Source: an optimization exercise on an open RTL-to-GDS flow (aim: small area, a short achievable clock period and few clock cycles). Production flows keep margins and buffers that such runs may drop.
The RTL was checked by simulation tests, not by an equivalence proof against the original design.
Power and IR drop assume default switching activity.

Setup of rev 12:
==> module shell_top, before the edit <==
module shell_top (
    input  logic        aclk,
    input  logic        aresetn,
    input  logic        req_valid_i,
    input  logic [56:0] req_i,
    output logic        req_ready_o,
    output logic        rsp_valid_o,
    output logic [33:0] rsp_o,
    input  logic        rsp_ready_i,
    output logic [15:0] irq_o,
    output logic        finish_o
);
    logic [19:0] addr;
    logic        wr;
    logic [31:0] wdata;
    logic [3:0]  wstrb;
    logic [3:0]  idx;
    assign addr  = req_i[56:37];
    assign wr    = req_i[36];
    assign wdata = req_i[35:4];
    assign wstrb = req_i[3:0];
    assign idx   = addr[5:2];
    localparam logic [31:0] HARD0 = 32'h0000_FFFF;   
    localparam logic [31:0] HARD1 = 32'h0000_0001;   
    logic        rsp_valid_q;
    logic        rsp_idle_q;     
    logic        rsp_free;       
    logic [33:0] rsp_q;          
    logic        rsp_blk_q;      
    logic        decouple_q;
    logic [31:0] blocked_cnt_q;
    logic        blocked_inc_q;
    logic [31:0] blocked_cnt;    
    logic [15:0] vld_q;
    logic [31:0] dat_q [16];
    logic        accept;
    logic        in_emu, in_mgmt, ofs_ctrl, ofs_blk;
    logic        emu_ok, emu_blk;
    logic [15:0] row;            
    logic [31:0] rdata;
    logic [1:0]  resp;
    assign in_emu   = (addr[19:18] == 2'b00);
    assign in_mgmt  = (addr[19:16] == 4'h5);
    assign ofs_ctrl = in_mgmt && (addr[15:0] == 16'h0000);
    assign ofs_blk  = in_mgmt && (addr[15:0] == 16'h0004);
    assign emu_ok   = in_emu && !decouple_q;
    assign emu_blk  = in_emu && decouple_q;
    for (genvar i = 0; i < 16; i++) begin : g_row
        assign row[i] = emu_ok && (idx == i);
    end
    assign req_ready_o = rsp_idle_q || rsp_ready_i;
    assign rsp_free    = !rsp_valid_q || rsp_ready_i;
    assign accept      = req_valid_i && rsp_free;
    assign rsp_valid_o = rsp_valid_q;
    assign rsp_o       = {rsp_q[33:2] | ({32{rsp_blk_q}} & blocked_cnt_q), rsp_q[1:0]};
    always_comb begin
        rdata = {31'b0, ofs_ctrl && decouple_q};
        for (int i = 0; i < 16; i++) begin
            for (int k = 0; k < 32; k++) begin
                if ((i == 0 && HARD0[k]) || (i == 1 && HARD1[k]))
                    rdata[k] = rdata[k] | (row[i] && dat_q[i][k]);
                else
                    rdata[k] = rdata[k] | (row[i] && vld_q[i] && dat_q[i][k]);
            end
        end
    end
    assign resp[1] = !(emu_ok || ofs_ctrl || ofs_blk);
    assign resp[0] = !(in_emu || in_mgmt);
    always_ff @(posedge aclk or negedge aresetn) begin
        if (!aresetn) begin
            rsp_valid_q <= 1'b0;
            rsp_idle_q  <= 1'b1;
        end else if (rsp_free) begin
            rsp_valid_q <= req_valid_i;
            rsp_idle_q  <= !req_valid_i;
        end
    end
    always_ff @(posedge aclk) begin
        if (rsp_free) begin
            rsp_q     <= {rdata, resp};
            rsp_blk_q <= ofs_blk;
        end
    end
    assign blocked_cnt = blocked_cnt_q + {31'b0, blocked_inc_q};
    always_ff @(posedge aclk or negedge aresetn) begin
        if (!aresetn) begin
            decouple_q    <= 1'b0;
            blocked_inc_q <= 1'b0;
            blocked_cnt_q <= '0;
        end else begin
            if (accept && ofs_ctrl && wr && wstrb[0])
                decouple_q <= wdata[0];
            blocked_inc_q <= accept && emu_blk;
            blocked_cnt_q <= blocked_cnt;
        end
    end
    logic [31:0] wmask;
    logic [31:0] wval;
    logic [15:0] wrow;
    for (genvar b = 0; b < 4; b++) begin : g_mask
        assign wmask[8*b +: 8] = {8{wstrb[b]}};
    end
    assign wval = wdata & wmask;
    assign wrow = row & {16{accept && wr}};
    always_ff @(posedge aclk or negedge aresetn) begin
        if (!aresetn)
            vld_q <= '0;
        else
            vld_q <= vld_q | wrow;
    end
    for (genvar i = 0; i < 16; i++) begin : g_reg
        for (genvar k = 0; k < 32; k++) begin : g_bit
            if ((i == 0 && HARD0[k]) || (i == 1 && HARD1[k])) begin : g_hard
                always_ff @(posedge aclk or negedge aresetn) begin
                    if (!aresetn)
                        dat_q[i][k] <= 1'b0;
                    else if (wrow[i] && wstrb[k/8])
                        dat_q[i][k] <= wdata[k];
                end
            end else begin : g_soft
                always_ff @(posedge aclk) begin
                    if (wrow[i] && (wstrb[k/8] || !vld_q[i]))
                        dat_q[i][k] <= wval[k];
                end
            end
        end
    end
    assign irq_o    = dat_q[0][15:0];
    assign finish_o = dat_q[1][0];
endmodule
==> flow/config.mk <==
export PLATFORM = sky130hd
export DESIGN_NAME = shell_top
export DESIGN_NICKNAME = shell_top
export VERILOG_FILES = /design/flow/design.v
export SDC_FILE = /design/flow/constraint.sdc
export NUM_CORES = 4
export LEC_CHECK = 0
export CAP_MARGIN = 20
export CORE_MARGIN = 2
export CORE_UTILIZATION = 40
export PLACE_DENSITY = 0.6
export SETUP_SLACK_MARGIN = 2.5
export SLEW_MARGIN = 20
==> flow/constraint.sdc <==
create_clock -name core_clock -period 5.0 [get_ports {aclk}]
set_input_delay 1.0000 -clock core_clock [delete_from_list [all_inputs] [get_ports {aclk}]]
set_output_delay 1.0000 -clock core_clock [all_outputs]
set_load 0.01 [all_outputs]
standard.sh (not shown) runs the stock make flow with config.mk's settings and CLKGATE_MAP_FILE= SYNTH_SCRIPT=/design/flow/synth_recipe.tcl, a recipe that flattens the netlist after the stock synthesis.
==> flow/flow/run.sh <==
#!/bin/bash
# The standard layout, with plain buffers (not delay cells) on the ports
# and a clock tree of smaller buffers without dummy loads.
set -euo pipefail
export BUFFER_PORTS_ARGS="-buffer_cell sky130_fd_sc_hd__buf_2"
export CTS_ARGS="-sink_clustering_enable -repair_clock_nets -dont_use_dummy_load -buf_list {sky130_fd_sc_hd__clkbuf_8} -sink_clustering_size 16 -sink_clustering_max_diameter 60"
bash standard.sh > standard.log 2>&1
Testbench counts of rev 12, summed over its fixed seeds: cycles 2,408.
[inputs] rev 13 vs rev 12
--- a/flow/design.v
+++ b/flow/design.v
@@ -74,6 +74,5 @@
     logic        rsp_idle_q;     
     logic        rsp_free;       
-    logic [33:0] rsp_q;          
-    logic        rsp_blk_q;      
+    logic [33:0] rsp_q;
     logic        decouple_q;
     logic [31:0] blocked_cnt_q;
@@ -101,7 +100,7 @@
     assign accept      = req_valid_i && rsp_free;
     assign rsp_valid_o = rsp_valid_q;
-    assign rsp_o       = {rsp_q[33:2] | ({32{rsp_blk_q}} & blocked_cnt_q), rsp_q[1:0]};
+    assign rsp_o       = rsp_q;
     always_comb begin
-        rdata = {31'b0, ofs_ctrl && decouple_q};
+        rdata = {31'b0, ofs_ctrl && decouple_q} | ({32{ofs_blk}} & blocked_cnt);
         for (int i = 0; i < 16; i++) begin
             for (int k = 0; k < 32; k++) begin
@@ -125,8 +124,6 @@
     end
     always_ff @(posedge aclk) begin
-        if (rsp_free) begin
-            rsp_q     <= {rdata, resp};
-            rsp_blk_q <= ofs_blk;
-        end
+        if (rsp_free)
+            rsp_q <= {rdata, resp};
     end
     assign blocked_cnt = blocked_cnt_q + {31'b0, blocked_inc_q};
Findings:
- Rev 12 completed every stage of the flow, and the final layout passed the timing, design-rule and antenna checks.
- Rev 13: PASS, flow complete, no timing, DRC or antenna violations
- A capture point of the critical path of rsp_o[25] is what rev 12 shows, while rsp_q[21] belongs to rev 13.
- Clock network fraction of design power: rev 13 > rev 12
- Category of the critical setup timing path = reg -> reg: rev 13; category of the critical setup timing path = reg -> out: rev 12
- Max worst-case hold slack across rev 13 and rev 12: rev 12
- From rev 12 to rev 13 the numbers moved as follows: met3 layer usage reported by global route +2.0 points, number of setup buffers added after CTS +2, vias after detailed routing +about 1.7%.
Testbench counts of rev 13, summed over its fixed seeds: cycles 2,408.

## port drivers added, routing unchanged
How much do the figures lean on ideal ports? The routed layouts below were timed once more, with nothing changed but the port constraints.
Step 1 (the two cells are an assumption about what drives the block):
set clk [get_ports {aclk}]
set_driving_cell -lib_cell sky130_fd_sc_hd__clkbuf_16 $clk
set_driving_cell -lib_cell sky130_fd_sc_hd__buf_2 [delete_from_list [all_inputs] $clk]
Step 2, shift: input delay + t, output delay - t, t = (earliest + latest rising clock arrival at the registers) / 2. This alone moves slack from input paths to output paths.
a / b / c = no drivers / after step 1 / after step 2; a / b = the first two.
run | t (ns) | setup slack, ns | hold WS [ns] | clock arrival spread, ns
rev 12 | 0.695 | 2.316 / 2.258 / 1.815 | 0.387 / 0.355 / 0.474 | 0.050 / 0.050
rev 13 | 0.717 | 2.463 / 2.463 / 1.749 | 0.296 / 0.264 / 0.464 | 0.085 / 0.086
After both steps every run listed still meets setup and hold. The setup slack of rev 13, which loses most, moves by 0.000 ns with the drivers and by -0.714 ns with both steps.
